From an optimization exercise on the open Yosys and OpenROAD flow, aimed at small area, a short achievable clock period and few clock cycles; shortcuts taken in it are not production practice. At most, simulation tests tie the RTL to the original design; equivalence was not proved. Power and IR drop assume default switching activity.

==> run G <==
==> flow/design.v (excerpt) <==
module hexahedron_to_tetrahedra_split #(
    parameter int unsigned INDEX_WIDTH = 32
) (
    input  logic                          i_clk,
    input  logic                          i_rst_n,
    input  logic                          i_valid,
    output logic                          o_stall,
    input  logic [INDEX_WIDTH-1:0]        i_vertex_0,
    input  logic [INDEX_WIDTH-1:0]        i_vertex_1,
    input  logic [INDEX_WIDTH-1:0]        i_vertex_2,
    input  logic [INDEX_WIDTH-1:0]        i_vertex_3,
    input  logic [INDEX_WIDTH-1:0]        i_vertex_4,
    input  logic [INDEX_WIDTH-1:0]        i_vertex_5,
    input  logic [INDEX_WIDTH-1:0]        i_vertex_6,
    input  logic [INDEX_WIDTH-1:0]        i_vertex_7,
    output logic                          o_valid,
    input  logic                          i_stall,
    output logic [hts_pkg::TET_WIDTH-1:0] o_tet_a,
    output logic [hts_pkg::TET_WIDTH-1:0] o_tet_b,
    output logic [hts_pkg::TET_WIDTH-1:0] o_tet_c,
    output logic [hts_pkg::TET_WIDTH-1:0] o_tet_d,
    output logic                          o_last_of_run
);
    localparam int unsigned W  = INDEX_WIDTH;
    localparam int unsigned NB = W / 8;        
    logic [7:0][W-1:0] w_in_v;
    assign w_in_v[0] = i_vertex_0;
    assign w_in_v[1] = i_vertex_1;
    assign w_in_v[2] = i_vertex_2;
    assign w_in_v[3] = i_vertex_3;
    assign w_in_v[4] = i_vertex_4;
    assign w_in_v[5] = i_vertex_5;
    assign w_in_v[6] = i_vertex_6;
    assign w_in_v[7] = i_vertex_7;
    logic [NB-1:0] r_ph;                    
    logic          r_done;                  
    logic          w_first;
    logic [7:0][7:0] w_byte;
    assign w_first = r_ph[0];
    always_comb begin
        for (int k = 0; k < 8; k++) begin
            w_byte[k] = '0;
            for (int b = 0; b < NB; b++) begin
  ...
clock: 6.5 ns
lec_check: 0
cap_margin: 20
core_margin: 2
core_utilization: 40
slew_margin: 20
run.sh (not shown) runs the stock make flow with config.mk's settings and CLKGATE_MAP_FILE= SYNTH_SCRIPT=/design/flow/synth_recipe.tcl, a recipe that flattens the netlist after the stock synthesis.
==> run P (differences from run G) <==
==> flow/flow/run.sh (new file) <==
#!/bin/bash
# Standard layout, with the port buffers made of plain buf_1 cells instead of
# the default delay buffers. Every tool's output goes to a log in this folder.
set -euo pipefail
echo 'export BUFFER_PORTS_ARGS = -buffer_cell sky130_fd_sc_hd__buf_1' >> config.mk
bash standard.sh > standard_flow.log 2>&1
==> flow/standard.sh (new file) <==
#!/bin/bash
# synth_recipe.tcl (not shown) runs the flow's synth.tcl, then flattens the netlist and writes it again
# the make line also repeats each setting of config.mk as NAME=value (left out here)
make -C /OpenROAD-flow-scripts/flow DESIGN_CONFIG=/design/flow/config.mk WORK_HOME=/design/flow/orfs CLKGATE_MAP_FILE= SYNTH_SCRIPT=/design/flow/synth_recipe.tcl "${@:-finish}"
- BUFFER_PORTS_ARGS: unset -> -buffer_cell sky130_fd_sc_hd__buf_1
removed: flow/run.sh
==> run D (differences from run G) <==
==> flow/flow/run.sh (new file) <==
#!/bin/bash
# Standard layout, with the port buffers made of plain buf_1 cells instead of
# the default delay buffers. Every tool's output goes to a log in this folder.
set -euo pipefail
echo 'export BUFFER_PORTS_ARGS = -buffer_cell sky130_fd_sc_hd__buf_1' >> config.mk
bash standard.sh > standard_flow.log 2>&1
==> flow/standard.sh (new file) <==
#!/bin/bash
# synth_recipe.tcl (not shown) runs the flow's synth.tcl, then flattens the netlist and writes it again
# the make line also repeats each setting of config.mk as NAME=value (left out here)
make -C /OpenROAD-flow-scripts/flow DESIGN_CONFIG=/design/flow/config.mk WORK_HOME=/design/flow/orfs CLKGATE_MAP_FILE= SYNTH_SCRIPT=/design/flow/synth_recipe.tcl "${@:-finish}"
- BUFFER_PORTS_ARGS: unset -> -buffer_cell sky130_fd_sc_hd__buf_1
- SETUP_SLACK_MARGIN: unset -> 3.0
- TNS_END_PERCENT: unset -> 5
removed: flow/run.sh
==> qor summary <==
                                                                 run D      run P      run G
Result of the run                             timing/DRC/antenna clean  timing/DRC/antenna clean  timing/DRC/antenna clean
Syn-to-layout area delta                                        15.69%     14.26%     23.86%
Final worst setup slack                                       2.872 ns   2.110 ns   1.680 ns
Highest ir drop seen on vdd                                  0.1838 mV  0.1712 mV  0.1641 mV
# resized after CTS                                                  1          0          0
Via count of the first global-routing pass                      26.97k     27.23k     26.91k
Clock network power share                                        35.9%      36.6%      37.7%
Maximum clock frequency                                      275.6 MHz  227.8 MHz  207.5 MHz
Relative area of non-clock buffer cells in the final design     8.907%     7.712%     14.50%
Drt pass-1 iters                                                    13         12         13
Count of clock-net buffers in the final layout                      49         54         47
Internal Dissipation                                          4.436 mW   4.524 mW   4.836 mW
Pin slew with the least headroom to its limit                 1.056 ns   1.281 ns   1.299 ns
Testbench counts of run G, summed over its fixed seeds: cycles 18,491.
Testbench counts of run P, summed over its fixed seeds: cycles 18,491.
Testbench counts of run D, summed over its fixed seeds: cycles 18,491.


==> indigo <==
Another version of the RTL of hexahedron_to_tetrahedra_split (not shown whole).
==> flow/config.mk <==
export PLATFORM = sky130hd
export DESIGN_NAME = hexahedron_to_tetrahedra_split
export DESIGN_NICKNAME = hexahedron_to_tetrahedra_split
export VERILOG_FILES = /design/flow/design.v
export SDC_FILE = /design/flow/constraint.sdc
export NUM_CORES = 4
export LEC_CHECK = 0
export CAP_MARGIN = 20
export CORE_MARGIN = 2
export CORE_UTILIZATION = 40
export SLEW_MARGIN = 20
==> flow/constraint.sdc <==
create_clock -name core_clock -period 6.5 [get_ports {i_clk}]
set_input_delay 1.3000 -clock core_clock [delete_from_list [all_inputs] [get_ports {i_clk}]]
set_output_delay 1.3000 -clock core_clock [all_outputs]
set_load 0.01 [all_outputs]
Stock flow here: none of the scripts above is used.
==> inputs of nickel, as changes to indigo <==
--- a/flow/design.v
+++ b/flow/design.v
@@ -130,18 +130,19 @@
     assign w_in_v[3] = i_vertex_3;
     assign w_in_v[4] = i_vertex_4;
     assign w_in_v[5] = i_vertex_5;
     assign w_in_v[6] = i_vertex_6;
     assign w_in_v[7] = i_vertex_7;
-    logic [1:0] r_cnt;                      
-    logic       r_done;                     
+    logic [2:0] r_cnt;                      
+    logic       w_done;
     logic       w_first;
     logic [7:0][7:0] w_byte;
-    assign w_first = (r_cnt == 2'd0);
+    assign w_done  = (r_cnt == 3'(NB));
+    assign w_first = (r_cnt == 3'd0);
     always_comb begin
         for (int k = 0; k < 8; k++) begin
-            w_byte[k] = w_in_v[k][8*r_cnt +: 8];
+            w_byte[k] = w_in_v[k][8*r_cnt[1:0] +: 8];
         end
     end
     logic [7:0][7:0] r_gt;
     logic [7:0][7:0] r_eq;
     function automatic logic is_edge(input int i, input int j);
@@ -149,11 +150,11 @@
             1, 3, 4, 10, 13, 19, 22, 31, 37, 39, 46, 55: is_edge = 1'b1;
             default: is_edge = 1'b0;
         endcase
     endfunction
     always_ff @(posedge i_clk) begin
-        if (!r_done) begin
+        if (!w_done) begin
             for (int i = 0; i < 8; i++) begin
                 for (int j = i + 1; j < 8; j++) begin
                     r_gt[i][j] <= ({w_byte[j], 1'b0} < {w_byte[i], !w_first && r_gt[i][j]});
                     if (is_edge(i, j)) begin
                         r_eq[i][j] <= (w_byte[i] == w_byte[j]) && (w_first || r_eq[i][j]);
@@ -164,10 +165,12 @@
     end
     logic [7:0]       w_win;                 
     logic [7:0][2:0]  w_dr;                  
     hts_pkg::t_corner w_r;
     hts_pkg::t_diag   w_bits;
+    hts_pkg::t_nbits  w_n;
+    hts_pkg::t_rot    w_rot;
     assign w_win[0] = !r_gt[0][1] && !r_gt[0][2] && !r_gt[0][3] && !r_gt[0][4] && !r_gt[0][5] && !r_gt[0][6] && !r_gt[0][7];
     assign w_dr[0][2] = (((!r_gt[1][2] && !r_eq[1][2]) || r_gt[2][6]) && ((!r_gt[1][5] && !r_eq[1][5]) || r_gt[5][6]));
     assign w_dr[0][1] = ((r_gt[2][3] || r_gt[2][6]) && ((!r_gt[3][7] && !r_eq[3][7]) || (!r_gt[6][7] && !r_eq[6][7])));
     assign w_dr[0][0] = (((!r_gt[4][5] && !r_eq[4][5]) || r_gt[5][6]) && ((!r_gt[4][7] && !r_eq[4][7]) || (!r_gt[6][7] && !r_eq[6][7])));
     assign w_win[1] = r_gt[0][1] && !r_gt[1][2] && !r_gt[1][3] && !r_gt[1][4] && !r_gt[1][5] && !r_gt[1][6] && !r_gt[1][7];
@@ -196,109 +199,88 @@
     assign w_dr[6][0] = ((r_gt[3][7] || (!r_gt[0][3] && !r_eq[0][3])) && (r_gt[4][7] || (!r_gt[0][4] && !r_eq[0][4])));
     assign w_win[7] = r_gt[0][7] && r_gt[1][7] && r_gt[2][7] && r_gt[3][7] && r_gt[4][7] && r_gt[5][7] && r_gt[6][7];
     assign w_dr[7][2] = ((r_gt[2][3] || (!r_gt[1][2] && !r_eq[1][2])) && (r_gt[0][3] || r_gt[0][1]));
     assign w_dr[7][1] = ((r_gt[2][6] || (!r_gt[1][2] && !r_eq[1][2])) && (r_gt[5][6] || (!r_gt[1][5] && !r_eq[1][5])));
     assign w_dr[7][0] = ((r_gt[0][4] || r_gt[0][1]) && ((!r_gt[4][5] && !r_eq[4][5]) || (!r_gt[1][5] && !r_eq[1][5])));
-    logic [3:0][7:0] w_sel0;
     always_comb begin
         w_r    = '0;
         w_bits = '0;
-        w_sel0 = '0;
         for (int i = 0; i < 8; i++) begin
             if (w_win[i]) begin
                 w_bits = w_bits | w_dr[i];
                 w_r    = w_r | 3'(i);
             end
-            for (int c = 0; c < 4; c++) begin
-                w_sel0[c] = w_sel0[c] | ({8{w_win[i]}} & (8'b1 << hts_pkg::corner_perm(3'(i),
-                    hts_pkg::rot_map(hts_pkg::rot_of_bits(w_dr[i]),
-                        hts_pkg::split_tab(hts_pkg::t_nbits'({1'b0, w_dr[i][0]} + {1'b0, w_dr[i][1]} + {1'b0, w_dr[i][2]}),
-                                           3'd0, 2'(c))))));
-            end
-        end
+        end
+        w_n   = {1'b0, w_bits[0]} + {1'b0, w_bits[1]} + {1'b0, w_bits[2]};
+        w_rot = hts_pkg::rot_of_bits(w_bits);
     end
     logic [7:0][W-1:0]     r_v;
     logic                  r_vld;
     hts_pkg::t_tet_idx     r_k;
-    hts_pkg::t_diag        r_bits;
+    hts_pkg::t_nbits       r_n;
+    hts_pkg::t_rot         r_rot;
     hts_pkg::t_corner      r_r;
     logic                  r_last;
-    logic [3:0][7:0]       r_sel;                  
+    logic [3:0][2:0]       r_sel;
     logic w_free;
     logic w_load;
     logic w_take;
-    logic w_start;
     assign w_take  = r_vld && !i_stall;
-    assign w_start = !r_vld || r_last;             
     assign w_free  = !r_vld || (r_last && !i_stall);
-    assign o_stall = !(r_done && w_free);
-    assign w_load  = i_valid && r_done && w_free;
+    assign o_stall = !(w_done && w_free);
+    assign w_load  = i_valid && w_done && w_free;
     hts_pkg::t_tet_idx s_k;
     hts_pkg::t_nbits   s_n;
     hts_pkg::t_rot     s_rot;
-    logic [3:0][7:0]   s_sel;
+    hts_pkg::t_corner  s_r;
+    logic [3:0][2:0]   s_sel;
     logic              s_last;
     always_comb begin
-        s_k   = r_k + 3'd1;
-        s_n   = {1'b0, r_bits[0]} + {1'b0, r_bits[1]} + {1'b0, r_bits[2]};
-        s_rot = hts_pkg::rot_of_bits(r_bits);
+        if (w_load) begin
+            s_k = '0; s_n = w_n; s_rot = w_rot; s_r = w_r;
+        end else begin
+            s_k = r_k + 3'd1; s_n = r_n; s_rot = r_rot; s_r = r_r;
+        end
         for (int c = 0; c < 4; c++) begin
-            s_sel[c] = 8'b1 << hts_pkg::corner_perm(r_r,
+            s_sel[c] = hts_pkg::corner_perm(s_r,
                        hts_pkg::rot_map(s_rot, hts_pkg::split_tab(s_n, s_k, 2'(c))));
         end
         s_last = (s_k == ((s_n == 2'd0) ? hts_pkg::TET_LAST_FIVE : hts_pkg::TET_LAST_SIX));
     end
     always_ff @(posedge i_clk) begin
         if (!i_rst_n) begin
-            r_vld  <= 1'b0;
-            r_cnt  <= '0;
-            r_done <= 1'b0;
+            r_vld <= 1'b0;
+            r_cnt <= '0;
         end else begin
             if (w_load) begin
                 r_vld <= 1'b1;
             end else if (w_take && r_last) begin
                 r_vld <= 1'b0;
             end
             if (w_load) begin
-                r_cnt  <= '0;
-                r_done <= 1'b0;
-            end else if (i_valid && !r_done) begin
-                r_cnt  <= r_cnt + 2'd1;
-                r_done <= (r_cnt == 2'(NB - 1));
+                r_cnt <= '0;
+            end else if (i_valid && !w_done) begin
+                r_cnt <= r_cnt + 3'd1;
             end
         end
     end
     always_ff @(posedge i_clk) begin
-        if (r_done && w_free) begin
-            r_v    <= w_in_v;
-            r_bits <= w_bits;
-            r_r    <= w_r;
+        if (w_load) begin
+            r_v   <= w_in_v;
+            r_n   <= w_n;
+            r_rot <= w_rot;
+            r_r   <= w_r;
         end
         if (w_load || w_take) begin
-            if (w_start) begin
-                r_k    <= '0;
-                r_sel  <= w_sel0;
-                r_last <= 1'b0;
-            end else begin
-                r_k    <= s_k;
-                r_sel  <= s_sel;
-                r_last <= s_last;
-            end
-        end
-    end
-    logic [3:0][W-1:0] w_tet;
-    always_comb begin
-        w_tet = '0;
-        for (int c = 0; c < 4; c++) begin
-            for (int k = 0; k < 8; k++) begin
-                w_tet[c] = w_tet[c] | (r_v[k] & {W{r_sel[c][k]}});
-            end
+            r_k    <= s_k;
+            r_sel  <= s_sel;
+            r_last <= s_last;
         end
     end
     assign o_valid       = r_vld;
     assign o_last_of_run = r_last;
-    assign o_tet_a       = w_tet[0];
-    assign o_tet_b       = w_tet[1];
-    assign o_tet_c       = w_tet[2];
-    assign o_tet_d       = w_tet[3];
+    assign o_tet_a       = r_v[r_sel[0]];
+    assign o_tet_b       = r_v[r_sel[1]];
+    assign o_tet_c       = r_v[r_sel[2]];
+    assign o_tet_d       = r_v[r_sel[3]];
 endmodule
 `default_nettype wire
==> notes.md <==
Between indigo and nickel, the lower power is in nickel (gap 89%, measured against nickel).
Global-route usage: indigo is higher than nickel (6.9 points).
The first-iteration DRC count of indigo is 3.1 times that of nickel.
In nickel the non-clock buffer count is lower than in indigo, by 29.
In indigo the hold slack is higher than in nickel, by 0.15 ns.
Register-to-register slack: indigo is higher than nickel (0.25 ns).
Of nickel and indigo, indigo has the higher via count (gap 38%, measured against indigo).
Between nickel and indigo, the lower sequential share of layout area is in indigo (gap 2.4 points).
No run of this note included a check of the RTL's function; only the layout flow was run.

[separate check: timing with driven ports]
No port has a modelled driver above. Below, the same layouts with a new extraction and two added sets of constraints.
Step 1, drivers: a clkbuf_16 drives i_clk and a buf_2 each remaining input, both assumed.
Step 2 also shifts input and output timing later by t, the mid clock arrival at the registers, as if the neighbouring blocks saw the same clock.
Three values: no drivers, after step 1, after step 2; two values: the first two.
run	t (ns)	setup WS [ns]	clock arrival spread, ns	slew at the worst register clock pin (ns)	pins driven straight from the clock port
run G	0.657	1.680 / 1.615 / 1.857	0.033 / 0.034	0.07 / 0.07	1
run P	0.661	2.110 / 2.045 / 2.280	0.027 / 0.027	0.07 / 0.07	1
run D	0.662	2.872 / 2.804 / 2.428	0.044 / 0.044	0.08 / 0.08	1
indigo	0.655	1.016 / 1.016 / 1.016	0.059 / 0.058	0.07 / 0.07	1
nickel	0.622	0.770 / 0.770 / 0.770	0.025 / 0.026	0.07 / 0.07	1
After both steps every run listed still meets setup and hold. The setup slack of run D, which loses most, moves by -0.068 ns with the drivers and by -0.444 ns with both steps.
